From an optimization exercise on the open Yosys and OpenROAD flow, aimed at small area, a short achievable clock period and few clock cycles per item; shortcuts taken in it are not production practice. In this exercise RTL edits were held to simulation tests only and were not proved equivalent to the original. Power figures rest on the tool's default switching activity, not on a simulated workload.

## rbm_recon
module rbm_recon (
    input  wire          clk,
    input  wire          reset_n,
    input  wire          start,
    input  wire  [15:0]  hidden,
    input  wire          param_we,
    input  wire  [16:0]  param,
    output logic         busy,
    output logic         done,
    output logic [15:0]  visible
);
    logic [2047:0] ring_q;
    logic [15:0]   gate;
    logic [127:0]  bias_q;
    logic          v1;
    logic          v2;
    logic          v3;
    logic [15:0]   sample;
    rbm_sequencer u_sequencer (
        .clk      (clk),
        .reset_n  (reset_n),
        .start    (start),
        .hidden   (hidden),
        .param_we (param_we),
        .param    (param),
        .busy     (busy),
        .ring_q   (ring_q),
        .gate     (gate),
        .bias_q   (bias_q),
        .v1       (v1),
        .v2       (v2),
        .v3       (v3)
    );
    for (genvar k = 0; k < 16; k++) begin : g_unit
        logic [127:0] wring;
        for (genvar s = 0; s < 16; s++) begin : g_s
            assign wring[8*s +: 8] = ring_q[128*s + 8*k +: 8];
        end
        visible_unit #(
            .UNIT_INDEX (k)
        ) u_unit (
            .clk     (clk),
  ...
Size: about 13000 cells after synthesis, ~3800 flip-flops, about 55 I/O pins.
export LEC_CHECK = 0
export ABC_CLOCK_PERIOD_IN_PS = 2700
export CAP_MARGIN = 20
export CORE_MARGIN = 2
export CORE_UTILIZATION = 55
export CTS_CLUSTER_DIAMETER = 100
export CTS_CLUSTER_SIZE = 30
export SETUP_SLACK_MARGIN = 4.2
export SLEW_MARGIN = 20
create_clock -name core_clock -period 7.0 [get_ports {clk}]
run.sh (not shown) runs the stock make flow with config.mk's settings and CLKGATE_MAP_FILE= SYNTH_SCRIPT=/design/flow/synth_recipe.tcl, a recipe that flattens the netlist after the stock synthesis.
Testbench counts at the start, summed over its fixed seeds: cycles 1,072, items 1,024.
Next try:
- CTS_CLUSTER_DIAMETER: 100 -> default
- CTS_CLUSTER_SIZE: 30 -> default
=> Critical path depth stays the same. Via count came out higher by 1.6%. Worst setup slack gets worse by 12 ps. Routed wire length came out higher by 0.47%. Final cell count came out higher by 2.6%. Clock power came out higher by 86%.

---

Another version of the RTL of rbm_recon (not shown whole).
Size in the first run: ~12000 cells after synthesis, ~55 I/O pins, roughly 150000 um^2 of cells after synthesis.
Design rbm_recon, start of the top module:
module rbm_recon (
    input  wire          clk,
    input  wire          reset_n,
    input  wire          start,
    input  wire  [15:0]  hidden,
    input  wire          param_we,
    input  wire  [16:0]  param,
    output logic         busy,
    output logic         done,
    output logic [15:0]  visible
);
clock: 7.0 ns
lec_check: 0
abc_clock_period_in_ps: 2700
cap_margin: 20
core_margin: 2
core_utilization: 65
cts_cluster_diameter: 100
cts_cluster_size: 26
setup_slack_margin: 4.25
slew_margin: 20
standard.sh (not shown) runs the stock make flow with config.mk's settings and CLKGATE_MAP_FILE= SYNTH_SCRIPT=/design/flow/synth_recipe.tcl, a recipe that flattens the netlist after the stock synthesis.
==> flow/flow/run.sh <==
#!/bin/bash
# The standard layout, with one netlist pass between synthesis and
# floorplan: flow/fapol_opt.py re-chooses the polarity of each full adder
# (a full adder is self-dual) and of and2/nand2-type gates so that fewer
# inverters are needed. Registers, ports and all other cells are unchanged.
set -euo pipefail
R=orfs/results/sky130hd/rbm_recon/base
bash standard.sh synth > synth.log 2>&1
cp "$R/1_2_yosys.v" "$R/1_2_yosys_std.v"
python3 flow/fapol_opt.py "$R/1_2_yosys_std.v" "$R/1_2_yosys.v" > fapol.log 2>&1
rm -f "$R/1_synth.odb" "$R/1_synth.sdc"
bash standard.sh finish > layout.log 2>&1
Other scripts of this flow, unchanged in this note and not shown: flow/flow/fapol_opt.py
The first run produced a clean layout.
Testbench counts at the start, summed over its fixed seeds: cycles 1,072, items 1,024.
Rerun with:
- CORE_UTILIZATION: 65 -> 55
- SETUP_SLACK_MARGIN: 4.25 -> 4.17
Effect: Worst setup slack hardly moves; power grows by 1.4%; area after synthesis is unchanged.
Rerun with:
- CORE_UTILIZATION: 55 -> 60
Outcome:
- sequential power is about the same
- wire length went down by 4.6%
- cell area went down by 0.88%
- synthesized cell count is unchanged
- sequential cell count does not change
- area after synthesis is unchanged
- setup slack got worse by 0.018 ns
- register-to-register slack improved by 0.02 ns
- count of clock-buffer cells in the layout went up by 5
- non-clock buffer count went down by 62
- total power went down by 1.6%
Rerun with:
- CORE_UTILIZATION: 60 -> 55
- SETUP_SLACK_MARGIN: 4.17 -> 4.25
Setup slack gets better by 0.022 ns.
Non-clock buffer count rises by 68.
Clock skew rises by 0.0078 ns.
Critical path depth stays the same.
Power rises slightly.
First-iteration DRC count rises slightly.

-- re-timing with driven ports --
Ports are ideal in the flow. The routed layouts listed here were re-timed in OpenROAD. Step 1 sets driving cells, clkbuf_16 on the clock port and buf_2 on the other inputs (assumed; they add their load-dependent delay and slew). Step 2 times the ports against the registers' clock, not the clock port: input delays grow and output delays shrink by t, the midpoint of the rising clock arrivals with the driver on. Slacks: ideal / step 1 / step 2; pairs: ideal / step 1.
run | shift t [ns] | slack for setup (ns) | worst data-port slew with drivers (ns)
the first run of note 1 | 0.982 | 4.016 / 3.925 / 3.951 | 0.19
the second run of note 1 | 1.020 | 4.004 / 3.906 / 3.919 | 0.19
the first run of note 2 | 0.927 | 4.127 / 4.040 / 3.364 | 0.21
the second run of note 2 | 0.943 | 4.128 / 4.032 / 3.520 | 0.19
the third run of note 2 | 0.930 | 4.110 / 4.013 / 3.334 | 0.28
the fourth run of note 2 | 0.940 | 4.131 / 4.036 / 3.530 | 0.17
After both steps every run listed still meets setup and hold. For the third run of note 2, which loses most, drivers alone change the setup slack by -0.097 ns; drivers and shift together by -0.776 ns.
